From an optimization exercise on the open Yosys and OpenROAD flow, aimed at small area and few clock cycles per item; shortcuts taken in it are not production practice. At most, simulation tests tie the RTL to the original design; equivalence was not proved. No activity file was given, so power comes from the tool's default toggle rates.

==> fjord: inputs <==
==> flow/design.v <==
package spq_pkg;
  localparam int SPQ_DEPTH         = 16;
  localparam int SPQ_PAYLOAD_BITS  = 32;
  localparam int SPQ_PRIORITY_BITS = 8;
  typedef enum logic {
    OP_ENQ = 1'b0,
    OP_DEQ = 1'b1
  } spq_op_t;
  typedef enum logic [1:0] {
    ST_DONE  = 2'd0,
    ST_EMPTY = 2'd1,
    ST_FULL  = 2'd2
  } spq_status_t;
  typedef struct packed {
    logic enq;
    logic deq;
  } spq_ctl_t;
endpackage
module spq_cell
#(
  parameter int W    = spq_pkg::SPQ_PAYLOAD_BITS + spq_pkg::SPQ_PRIORITY_BITS,
  parameter int KIND = 0    
) (
  input  logic         clk,
  input  logic         m_enq,       
  input  logic         m_both,      
  input  logic         m_pop,       
  input  logic         m_idle,      
  input  logic         keep_prev,   
  input  logic         keep_here,   
  input  logic         keep_next,   
  input  logic [W-1:0] new_data,
  input  logic [W-1:0] left_data,
  input  logic [W-1:0] right_data,
  output logic [W-1:0] data
);
  logic sel_hold, sel_new, sel_left, sel_right;
  spq_sel #(.KIND(KIND)) u_sel (
    .m_enq      (m_enq),
    .m_both     (m_both),
    .m_pop      (m_pop),
    .m_idle     (m_idle),
    .keep_prev  (keep_prev),
    .keep_here  (keep_here),
    .keep_next  (keep_next),
    .sel_hold   (sel_hold),
    .sel_new    (sel_new),
    .sel_left   (sel_left),
    .sel_right  (sel_right)
  );
  localparam int NDRV = 2;
  logic [NDRV-1:0] skip_hold, skip_new, skip_left, skip_right;
  for (genvar d = 0; d < NDRV; d++) begin : g_drv
    spq_not u_hold  (.a(sel_hold),  .y(skip_hold[d]));
    spq_not u_new   (.a(sel_new),   .y(skip_new[d]));
    spq_not u_left  (.a(sel_left),  .y(skip_left[d]));
    spq_not u_right (.a(sel_right), .y(skip_right[d]));
  end
  logic [W-1:0] data_r, data_nxt;
  for (genvar b = 0; b < W; b++) begin : g_bit
    localparam int D = b * NDRV / W;
    if (KIND == 1) begin : g_head
      spq_pick3 u_pick (
        .skip_a (skip_hold[D]),  .a_bit (data_r[b]),
        .skip_b (skip_new[D]),   .b_bit (new_data[b]),
        .skip_c (skip_right[D]), .c_bit (right_data[b]),
        .bit_nxt (data_nxt[b])
      );
    end else if (KIND == 2) begin : g_tail
      spq_pick3 u_pick (
        .skip_a (skip_hold[D]),  .a_bit (data_r[b]),
        .skip_b (skip_new[D]),   .b_bit (new_data[b]),
        .skip_c (skip_left[D]),  .c_bit (left_data[b]),
        .bit_nxt (data_nxt[b])
      );
    end else begin : g_inner
      spq_pick4 u_pick (
        .skip_a (skip_hold[D]),  .a_bit (data_r[b]),
        .skip_b (skip_new[D]),   .b_bit (new_data[b]),
        .skip_c (skip_left[D]),  .c_bit (left_data[b]),
        .skip_d (skip_right[D]), .d_bit (right_data[b]),
        .bit_nxt (data_nxt[b])
      );
    end
  end
  always_ff @(posedge clk) begin
    data_r <= data_nxt;
  end
  assign data = data_r;
endmodule
module spq_sel
#(
  parameter int KIND = 0    
) (
  input  logic m_enq,
  input  logic m_both,
  input  logic m_pop,
  input  logic m_idle,
  input  logic keep_prev,
  input  logic keep_here,
  input  logic keep_next,
  output logic sel_hold,
  output logic sel_new,
  output logic sel_left,
  output logic sel_right
);
  logic kp, kb, kn;
  assign kp = (KIND == 1) ? 1'b1 : keep_prev;
  assign kb = (KIND == 1) ? 1'b1 : keep_here;
  assign kn = (KIND == 2) ? 1'b0 : keep_next;
  always_comb begin
    sel_new   = (m_enq && kp && !keep_here) || (m_both && kb && !kn);
    sel_left  = m_enq && !kp;
    if (KIND == 2) begin
      sel_right = 1'b0;
      sel_hold  = m_idle || m_pop || (keep_here && m_enq) || (!kb && m_both);
    end else begin
      sel_right = m_pop || (m_both && kn);
      sel_hold  = m_idle || (keep_here && m_enq) || (!kb && m_both);
    end
  end
endmodule
module spq_not (
  input  logic a,
  output logic y
);
  assign y = ~a;
endmodule
module spq_pick4 (
  input  logic skip_a, a_bit,
  input  logic skip_b, b_bit,
  input  logic skip_c, c_bit,
  input  logic skip_d, d_bit,
  output logic bit_nxt
);
  assign bit_nxt = (skip_a | a_bit) & (skip_b | b_bit)
                 & (skip_c | c_bit) & (skip_d | d_bit);
endmodule
module spq_pick3 (
  input  logic skip_a, a_bit,
  input  logic skip_b, b_bit,
  input  logic skip_c, c_bit,
  output logic bit_nxt
);
  assign bit_nxt = (skip_a | a_bit) & (skip_b | b_bit) & (skip_c | c_bit);
endmodule
module stable_priority_queue
#(
  parameter int DEPTH         = spq_pkg::SPQ_DEPTH,
  parameter int PAYLOAD_BITS  = spq_pkg::SPQ_PAYLOAD_BITS,
  parameter int PRIORITY_BITS = spq_pkg::SPQ_PRIORITY_BITS,
  parameter int CNT_W         = $clog2(DEPTH + 1)
) (
  input  logic                            clk,
  input  logic                            rst_n,
  input  logic                            in_valid,
  output logic                            in_ready,
  input  logic                            in_opcode,
  input  logic [PAYLOAD_BITS-1:0]         in_payload,
  input  logic signed [PRIORITY_BITS-1:0] in_priority,
  output logic                            out_valid,
  input  logic                            out_ready,
  output logic [1:0]                      out_status,
  output logic [PAYLOAD_BITS-1:0]         out_item,
  output logic [CNT_W-1:0]                out_occupancy
);
  localparam int W = PAYLOAD_BITS + PRIORITY_BITS;
  logic [CNT_W-1:0] count_r;
  logic             out_valid_r;
  logic             pend_r;
  logic [1:0]       status_r;
  logic fire, is_deq, full, empty, enq_ok, deq_ok, pop;
  logic [W-1:0]             slot [DEPTH];
  logic [DEPTH-1:0]         occ;
  logic [DEPTH:0]           keep;
  logic [W-1:0]             new_data;
  logic [PRIORITY_BITS-1:0] new_key;
  assign in_ready = !out_valid_r || out_ready;
  assign fire     = in_valid && in_ready;
  assign is_deq   = (in_opcode == spq_pkg::OP_DEQ);
  assign full     = (count_r == CNT_W'(DEPTH));
  assign empty    = (count_r == '0);
  assign enq_ok   = fire && !is_deq && !full;
  assign deq_ok   = fire && is_deq && !empty;
  assign pop      = pend_r && out_ready;
  logic m_enq, m_both, m_pop, m_idle;
  assign m_enq  = enq_ok && !pop;
  assign m_both = enq_ok && pop;
  assign m_pop  = !enq_ok && pop;
  assign m_idle = !enq_ok && !pop;
  assign new_key  = {~in_priority[PRIORITY_BITS-1], in_priority[PRIORITY_BITS-2:0]};
  assign new_data = {~new_key, in_payload};
  always_comb begin
    for (int i = 0; i < DEPTH; i++) begin
      logic gt, eq;
      gt = 1'b0;
      eq = 1'b1;
      for (int b = 0; b < CNT_W; b++) begin
        if (((i >> b) & 1) == 1) begin
          gt = count_r[b] & gt;
          eq = count_r[b] & eq;
        end else begin
          gt = count_r[b] | gt;
          eq = ~count_r[b] & eq;
        end
      end
      occ[i] = gt | (pend_r & eq);
    end
  end
  for (genvar i = 0; i < DEPTH; i++) begin : g_keep
    logic lt;
    always_comb begin
      lt = 1'b0;
      for (int k = 0; k < PRIORITY_BITS; k++)
        lt = (slot[i][PAYLOAD_BITS+k] & new_key[k])
           | ((slot[i][PAYLOAD_BITS+k] | new_key[k]) & lt);
    end
    assign keep[i] = occ[i] & !lt;
  end
  assign keep[DEPTH] = 1'b0;
  for (genvar i = 0; i < DEPTH; i++) begin : g_cell
    logic [W-1:0] ldat, rdat;
    logic         kprev;
    if (i == 0) begin : g_head
      assign kprev = 1'b1;
      assign ldat  = new_data;
    end else begin : g_body
      assign kprev = keep[i-1];
      assign ldat  = slot[i-1];
    end
    if (i == DEPTH - 1) begin : g_tail
      assign rdat = slot[i];
    end else begin : g_inner
      assign rdat = slot[i+1];
    end
    spq_cell #(
      .W    (W),
      .KIND ((i == 0) ? 1 : ((i == DEPTH - 1) ? 2 : 0))
    ) u_cell (
      .clk        (clk),
      .m_enq      (m_enq),
      .m_both     (m_both),
      .m_pop      (m_pop),
      .m_idle     (m_idle),
      .keep_prev  (kprev),
      .keep_here  (keep[i]),
      .keep_next  (keep[i+1]),
      .new_data   (new_data),
      .left_data  (ldat),
      .right_data (rdat),
      .data       (slot[i])
    );
  end
  always_ff @(posedge clk) begin
    if (!rst_n) begin
      count_r     <= '0;
      out_valid_r <= 1'b0;
      pend_r      <= 1'b0;
    end else begin
      if (fire) begin
        out_valid_r <= 1'b1;
        pend_r      <= deq_ok;
        if (enq_ok)      count_r <= count_r + CNT_W'(1);
        else if (deq_ok) count_r <= count_r - CNT_W'(1);
      end else if (out_ready) begin
        out_valid_r <= 1'b0;
        pend_r      <= 1'b0;
      end
    end
    if (fire) begin
      if (enq_ok || deq_ok) status_r <= spq_pkg::ST_DONE;
      else if (is_deq)      status_r <= spq_pkg::ST_EMPTY;
      else                  status_r <= spq_pkg::ST_FULL;
    end
  end
  assign out_valid     = out_valid_r;
  assign out_status    = status_r;
  assign out_item      = slot[0][PAYLOAD_BITS-1:0] & {PAYLOAD_BITS{pend_r}};
  assign out_occupancy = count_r;
endmodule
==> flow/flow/run.sh <==
#!/bin/bash
# The standard layout, with two changes:
# - clock tree synthesis clusters up to 30 flip-flops per leaf buffer and adds
#   no dummy loads;
# - the port buffers are buf_2 cells.
# The full make output is kept in standard.log in this folder; ORFS keeps each
# step's log under orfs/logs/.
set -euo pipefail
export CTS_ARGS="-sink_clustering_enable -repair_clock_nets -dont_use_dummy_load -sink_clustering_size 30 -sink_clustering_max_diameter 80"
export BUFFER_PORTS_ARGS="-buffer_cell sky130_fd_sc_hd__buf_2"
bash standard.sh > standard.log 2>&1
==> flow/standard.sh <==
#!/bin/bash
# synth_recipe.tcl (not shown) runs the flow's synth.tcl, then flattens the netlist and writes it again
# the make line also repeats each setting of config.mk as NAME=value (left out here)
make -C /OpenROAD-flow-scripts/flow DESIGN_CONFIG=/design/flow/config.mk WORK_HOME=/design/flow/orfs CLKGATE_MAP_FILE= SYNTH_SCRIPT=/design/flow/synth_recipe.tcl "${@:-finish}"
==> flow/config.mk <==
export PLATFORM = sky130hd
export DESIGN_NAME = stable_priority_queue
export DESIGN_NICKNAME = stable_priority_queue
export VERILOG_FILES = /design/flow/design.v
export SDC_FILE = /design/flow/constraint.sdc
export NUM_CORES = 4
export LEC_CHECK = 0
export CAP_MARGIN = 0
export CORE_MARGIN = 2
export CORE_UTILIZATION = 76
export GPL_TIMING_DRIVEN = 0
export SETUP_SLACK_MARGIN = 0.25
export SLEW_MARGIN = 0
export SYNTH_HIERARCHICAL = 1
==> flow/constraint.sdc <==
create_clock -name core_clock -period 3.5 [get_ports {clk}]
set_input_delay 0.7000 -clock core_clock [delete_from_list [all_inputs] [get_ports {clk}]]
set_output_delay 0.7000 -clock core_clock [all_outputs]
set_load 0.01 [all_outputs]
==> yarrow: changes against fjord <==
--- a/flow/design.v
+++ b/flow/design.v
@@ -36,16 +36,2 @@
 );
-  logic sel_hold, sel_new, sel_left, sel_right;
-  spq_sel #(.KIND(KIND)) u_sel (
-    .m_enq      (m_enq),
-    .m_both     (m_both),
-    .m_pop      (m_pop),
-    .m_idle     (m_idle),
-    .keep_prev  (keep_prev),
-    .keep_here  (keep_here),
-    .keep_next  (keep_next),
-    .sel_hold   (sel_hold),
-    .sel_new    (sel_new),
-    .sel_left   (sel_left),
-    .sel_right  (sel_right)
-  );
   localparam int NDRV = 2;
@@ -53,6 +39,15 @@
   for (genvar d = 0; d < NDRV; d++) begin : g_drv
-    spq_not u_hold  (.a(sel_hold),  .y(skip_hold[d]));
-    spq_not u_new   (.a(sel_new),   .y(skip_new[d]));
-    spq_not u_left  (.a(sel_left),  .y(skip_left[d]));
-    spq_not u_right (.a(sel_right), .y(skip_right[d]));
+    spq_sel #(.KIND(KIND)) u_sel (
+      .m_enq      (m_enq),
+      .m_both     (m_both),
+      .m_pop      (m_pop),
+      .m_idle     (m_idle),
+      .keep_prev  (keep_prev),
+      .keep_here  (keep_here),
+      .keep_next  (keep_next),
+      .skip_hold  (skip_hold[d]),
+      .skip_new   (skip_new[d]),
+      .skip_left  (skip_left[d]),
+      .skip_right (skip_right[d])
+    );
   end
@@ -101,6 +96,6 @@
   input  logic keep_next,
-  output logic sel_hold,
-  output logic sel_new,
-  output logic sel_left,
-  output logic sel_right
+  output logic skip_hold,
+  output logic skip_new,
+  output logic skip_left,
+  output logic skip_right
 );
@@ -111,18 +106,12 @@
   always_comb begin
-    sel_new   = (m_enq && kp && !keep_here) || (m_both && kb && !kn);
-    sel_left  = m_enq && !kp;
+    skip_new   = !((m_enq && kp && !keep_here) || (m_both && kb && !kn));
+    skip_left  = !(m_enq && !kp);
     if (KIND == 2) begin
-      sel_right = 1'b0;
-      sel_hold  = m_idle || m_pop || (keep_here && m_enq) || (!kb && m_both);
+      skip_right = 1'b1;
+      skip_hold  = !(m_idle || m_pop || ((keep_here && m_enq) || (!kb && m_both)));
     end else begin
-      sel_right = m_pop || (m_both && kn);
-      sel_hold  = m_idle || (keep_here && m_enq) || (!kb && m_both);
-    end
-  end
-endmodule
-module spq_not (
-  input  logic a,
-  output logic y
-);
-  assign y = ~a;
+      skip_right = !(m_pop || (m_both && kn));
+      skip_hold  = !(m_idle || ((keep_here && m_enq) || (!kb && m_both)));
+    end
+  end
 endmodule
@@ -191,3 +180,3 @@
   assign new_key  = {~in_priority[PRIORITY_BITS-1], in_priority[PRIORITY_BITS-2:0]};
-  assign new_data = {~new_key, in_payload};
+  assign new_data = {new_key, in_payload};
   always_comb begin
@@ -210,10 +199,10 @@
   for (genvar i = 0; i < DEPTH; i++) begin : g_keep
-    logic lt;
+    logic ge;
     always_comb begin
-      lt = 1'b0;
+      ge = 1'b1;
       for (int k = 0; k < PRIORITY_BITS; k++)
-        lt = (slot[i][PAYLOAD_BITS+k] & new_key[k])
-           | ((slot[i][PAYLOAD_BITS+k] | new_key[k]) & lt);
-    end
-    assign keep[i] = occ[i] & !lt;
+        ge = (slot[i][PAYLOAD_BITS+k] & ~new_key[k])
+           | ((slot[i][PAYLOAD_BITS+k] | ~new_key[k]) & ge);
+    end
+    assign keep[i] = occ[i] & ge;
   end
==> flow/flow/run.sh (replaced) <==
#!/bin/bash
# The standard layout, with two changes:
# - clock tree synthesis clusters up to 20 flip-flops per leaf buffer and adds
#   no dummy loads, using clkbuf_8 buffers;
# - the port buffers are buf_2 cells.
# The full make output is kept in standard.log in this folder; ORFS keeps each
# step's log under orfs/logs/.
set -euo pipefail
export CTS_ARGS="-sink_clustering_enable -repair_clock_nets -dont_use_dummy_load -sink_clustering_size 20 -sink_clustering_max_diameter 50 -buf_list sky130_fd_sc_hd__clkbuf_8"
export BUFFER_PORTS_ARGS="-buffer_cell sky130_fd_sc_hd__buf_2"
bash standard.sh > standard.log 2>&1
Settings changed: CAP_MARGIN 0 to 20, CORE_UTILIZATION 76 to 55, SETUP_SLACK_MARGIN 0.25 to 0.2, SLEW_MARGIN 0 to 20.
==> lagoon: changes against fjord <==
--- a/flow/design.v
+++ b/flow/design.v
@@ -24,9 +24,6 @@
   input  logic         clk,
-  input  logic         m_enq,       
-  input  logic         m_both,      
-  input  logic         m_pop,       
-  input  logic         m_idle,      
-  input  logic         keep_prev,   
-  input  logic         keep_here,   
-  input  logic         keep_next,   
+  input  logic         skip_hold,
+  input  logic         skip_new,
+  input  logic         skip_left,
+  input  logic         skip_right,
   input  logic [W-1:0] new_data,
@@ -36,32 +33,9 @@
 );
-  logic sel_hold, sel_new, sel_left, sel_right;
-  spq_sel #(.KIND(KIND)) u_sel (
-    .m_enq      (m_enq),
-    .m_both     (m_both),
-    .m_pop      (m_pop),
-    .m_idle     (m_idle),
-    .keep_prev  (keep_prev),
-    .keep_here  (keep_here),
-    .keep_next  (keep_next),
-    .sel_hold   (sel_hold),
-    .sel_new    (sel_new),
-    .sel_left   (sel_left),
-    .sel_right  (sel_right)
-  );
-  localparam int NDRV = 2;
-  logic [NDRV-1:0] skip_hold, skip_new, skip_left, skip_right;
-  for (genvar d = 0; d < NDRV; d++) begin : g_drv
-    spq_not u_hold  (.a(sel_hold),  .y(skip_hold[d]));
-    spq_not u_new   (.a(sel_new),   .y(skip_new[d]));
-    spq_not u_left  (.a(sel_left),  .y(skip_left[d]));
-    spq_not u_right (.a(sel_right), .y(skip_right[d]));
-  end
   logic [W-1:0] data_r, data_nxt;
   for (genvar b = 0; b < W; b++) begin : g_bit
-    localparam int D = b * NDRV / W;
     if (KIND == 1) begin : g_head
       spq_pick3 u_pick (
-        .skip_a (skip_hold[D]),  .a_bit (data_r[b]),
-        .skip_b (skip_new[D]),   .b_bit (new_data[b]),
-        .skip_c (skip_right[D]), .c_bit (right_data[b]),
+        .skip_a (skip_hold),  .a_bit (data_r[b]),
+        .skip_b (skip_new),   .b_bit (new_data[b]),
+        .skip_c (skip_right), .c_bit (right_data[b]),
         .bit_nxt (data_nxt[b])
@@ -70,5 +44,5 @@
       spq_pick3 u_pick (
-        .skip_a (skip_hold[D]),  .a_bit (data_r[b]),
-        .skip_b (skip_new[D]),   .b_bit (new_data[b]),
-        .skip_c (skip_left[D]),  .c_bit (left_data[b]),
+        .skip_a (skip_hold),  .a_bit (data_r[b]),
+        .skip_b (skip_new),   .b_bit (new_data[b]),
+        .skip_c (skip_left),  .c_bit (left_data[b]),
         .bit_nxt (data_nxt[b])
@@ -77,6 +51,6 @@
       spq_pick4 u_pick (
-        .skip_a (skip_hold[D]),  .a_bit (data_r[b]),
-        .skip_b (skip_new[D]),   .b_bit (new_data[b]),
-        .skip_c (skip_left[D]),  .c_bit (left_data[b]),
-        .skip_d (skip_right[D]), .d_bit (right_data[b]),
+        .skip_a (skip_hold),  .a_bit (data_r[b]),
+        .skip_b (skip_new),   .b_bit (new_data[b]),
+        .skip_c (skip_left),  .c_bit (left_data[b]),
+        .skip_d (skip_right), .d_bit (right_data[b]),
         .bit_nxt (data_nxt[b])
@@ -89,40 +63,2 @@
   assign data = data_r;
-endmodule
-module spq_sel
-#(
-  parameter int KIND = 0    
-) (
-  input  logic m_enq,
-  input  logic m_both,
-  input  logic m_pop,
-  input  logic m_idle,
-  input  logic keep_prev,
-  input  logic keep_here,
-  input  logic keep_next,
-  output logic sel_hold,
-  output logic sel_new,
-  output logic sel_left,
-  output logic sel_right
-);
-  logic kp, kb, kn;
-  assign kp = (KIND == 1) ? 1'b1 : keep_prev;
-  assign kb = (KIND == 1) ? 1'b1 : keep_here;
-  assign kn = (KIND == 2) ? 1'b0 : keep_next;
-  always_comb begin
-    sel_new   = (m_enq && kp && !keep_here) || (m_both && kb && !kn);
-    sel_left  = m_enq && !kp;
-    if (KIND == 2) begin
-      sel_right = 1'b0;
-      sel_hold  = m_idle || m_pop || (keep_here && m_enq) || (!kb && m_both);
-    end else begin
-      sel_right = m_pop || (m_both && kn);
-      sel_hold  = m_idle || (keep_here && m_enq) || (!kb && m_both);
-    end
-  end
-endmodule
-module spq_not (
-  input  logic a,
-  output logic y
-);
-  assign y = ~a;
 endmodule
@@ -175,2 +111,3 @@
   logic [DEPTH:0]           keep;
+  logic [DEPTH:0]           stay;
   logic [W-1:0]             new_data;
@@ -185,9 +122,4 @@
   assign pop      = pend_r && out_ready;
-  logic m_enq, m_both, m_pop, m_idle;
-  assign m_enq  = enq_ok && !pop;
-  assign m_both = enq_ok && pop;
-  assign m_pop  = !enq_ok && pop;
-  assign m_idle = !enq_ok && !pop;
   assign new_key  = {~in_priority[PRIORITY_BITS-1], in_priority[PRIORITY_BITS-2:0]};
-  assign new_data = {~new_key, in_payload};
+  assign new_data = {new_key, in_payload};
   always_comb begin
@@ -210,21 +142,26 @@
   for (genvar i = 0; i < DEPTH; i++) begin : g_keep
-    logic lt;
+    logic ge;
     always_comb begin
-      lt = 1'b0;
+      ge = 1'b1;
       for (int k = 0; k < PRIORITY_BITS; k++)
-        lt = (slot[i][PAYLOAD_BITS+k] & new_key[k])
-           | ((slot[i][PAYLOAD_BITS+k] | new_key[k]) & lt);
-    end
-    assign keep[i] = occ[i] & !lt;
+        ge = (slot[i][PAYLOAD_BITS+k] & ~new_key[k])
+           | ((slot[i][PAYLOAD_BITS+k] | ~new_key[k]) & ge);
+    end
+    assign keep[i] = occ[i] & ge;
   end
   assign keep[DEPTH] = 1'b0;
+  always_comb begin
+    for (int j = 0; j < DEPTH; j++) stay[j] = pop ? keep[j+1] : keep[j];
+    stay[DEPTH] = 1'b0;
+  end
   for (genvar i = 0; i < DEPTH; i++) begin : g_cell
+    logic prev_stay;
+    logic k_hold, k_new, k_left, k_right;
     logic [W-1:0] ldat, rdat;
-    logic         kprev;
     if (i == 0) begin : g_head
-      assign kprev = 1'b1;
-      assign ldat  = new_data;
+      assign prev_stay = 1'b1;
+      assign ldat      = new_data;
     end else begin : g_body
-      assign kprev = keep[i-1];
-      assign ldat  = slot[i-1];
+      assign prev_stay = stay[i-1];
+      assign ldat      = slot[i-1];
     end
@@ -234,2 +171,14 @@
       assign rdat = slot[i+1];
+    end
+    logic moved;    
+    always_comb begin
+      moved   = enq_ok && !stay[i];
+      k_new   = !(moved && prev_stay);
+      k_right = !(pop && !moved);
+      k_left  = !(!pop && moved && !prev_stay);
+      k_hold  = !((!pop && !moved) || (pop && moved && !prev_stay));
+      if (i == DEPTH - 1) begin
+        k_hold  = k_hold && k_right;
+        k_right = 1'b1;
+      end
     end
@@ -240,9 +189,6 @@
       .clk        (clk),
-      .m_enq      (m_enq),
-      .m_both     (m_both),
-      .m_pop      (m_pop),
-      .m_idle     (m_idle),
-      .keep_prev  (kprev),
-      .keep_here  (keep[i]),
-      .keep_next  (keep[i+1]),
+      .skip_hold  (k_hold),
+      .skip_new   (k_new),
+      .skip_left  (k_left),
+      .skip_right (k_right),
       .new_data   (new_data),
Settings changed: CAP_MARGIN 0 to 20, CORE_UTILIZATION 76 to 60, SETUP_SLACK_MARGIN 0.25 to not set, SLEW_MARGIN 0 to 20.
==> maple: changes against fjord <==
Settings changed: CORE_UTILIZATION 76 to 68.
==> notes.md <==
item                                                                          fjord                    lagoon                                 maple                   yarrow
Yosys Warn Count                                                                 14                        11                                    14                       14
Clock-pin slew on the worst setup and hold paths                            0.11 ns                   0.08 ns                               0.11 ns                  0.06 ns
Initial drt markers                                                            4816                      4216                                  3786                     3709
Peak supply drop                                                           0.611 mV                  0.555 mV                              0.577 mV                 0.538 mV
Sw frac                                                                       0.386                     0.402                                 0.385                    0.404
Flop+latch power                                                            13.8 mW                   14.2 mW                               13.8 mW                  14.2 mW
Average detailed-routed wire length per instance                            21.9 um                   24.8 um                               22.3 um                  22.6 um
RR Startpoint                                               count_r[1]$_SDFFE_PN0P_       pend_r$_SDFFE_PN0P_  g_cell[15].u_cell.data_r[32]$_DFF_P_  count_r[0]$_SDFFE_PN0P_
Leak Pwr                                                                    9.85 nW                   11.1 nW                               9.94 nW                  10.8 nW
# setup viols final                                                               0                        20                                     0                        0
Data required time at the worst endpoint                                    3.97 ns                   3.97 ns                               3.99 ns                  4.10 ns
Vert. Die Dim                                                                192 um                    215 um                                202 um                   226 um
Global-route layer with the greatest usage                                     met1                      met2                                  met1                     met1
Reg2Reg Setup Slack                                                         0.07 ns                   0.05 ns                               0.15 ns                  0.27 ns
Outcome                                            no timing/DRC/antenna violations  finished with violations      no timing/DRC/antenna violations  no timing/DRC/antenna violations
Layout check failures                                                             -              setup timing                                     -                        -
DR WL met2                                                                 35500 um                  42400 um                              37300 um                 40200 um
GR met3 Demand/Resource                                                      0.0815                    0.0820                                0.0618                   0.0536
Multi-input combinational cell area                                     0.0133 mm^2               0.0145 mm^2                           0.0134 mm^2              0.0153 mm^2
Combined flip-flop and latch cell area                                  0.0130 mm^2               0.0130 mm^2                           0.0130 mm^2              0.0130 mm^2
Largest net degree at the start of global routing                                31                        41                                    31                       44
Count of buffers added by post-CTS timing repair for setup                        9                        15                                     5                       59
Std-Cell Core Area                                                      0.0346 mm^2               0.0442 mm^2                           0.0387 mm^2              0.0488 mm^2
Floorplan die area                                                      0.0367 mm^2               0.0464 mm^2                           0.0410 mm^2              0.0511 mm^2
Die W                                                                        192 um                    215 um                                202 um                   226 um
Post-layout total power                                                     24.9 mW                   29.2 mW                               25.1 mW                  28.8 mW
Gpl congestion                                                                0.957                     0.994                                 0.990                    0.918
Testbench counts of fjord, summed over its fixed seeds: cycles 24,008, items 24,000.
Testbench counts of maple, summed over its fixed seeds: cycles 24,008, items 24,000.
Only the layout flow was run in yarrow and lagoon; the RTL was not checked for function there.

-- what the ideal ports hide --
No port has a modelled driver above. Below, the same layouts with a new extraction and two added sets of constraints.
Step 1 sets driving cells, clkbuf_16 on the clock port and buf_2 on the other inputs (assumed; they add their load-dependent delay and slew).
Step 2 adds t to the input delays and takes it off the output delays; t is the mean of the earliest and latest rising clock arrival at the registers after step 1. Input paths then give back, and output paths get back, about the clock's delay inside the block.
Slacks: no drivers / after step 1 / after step 2; pairs: no drivers / after step 1.
| run | t (ns) | setup slack, ns | worst data-port slew with drivers (ns) |
|---|---|---|---|
| fjord | 0.645 | 0.075 / 0.075 / -0.441 | 0.06 |
| yarrow | 0.736 | 0.192 / 0.189 / -0.547 | 0.07 |
| lagoon | 0.629 | -0.042 / -0.039 / -0.669 | 0.07 |
| maple | 0.653 | 0.154 / 0.154 / -0.398 | 0.07 |
With both steps, setup timing fails in fjord, yarrow and maple, where it was met with ideal ports. For yarrow, which loses most, drivers alone change the setup slack by -0.003 ns; drivers and shift together by -0.739 ns.
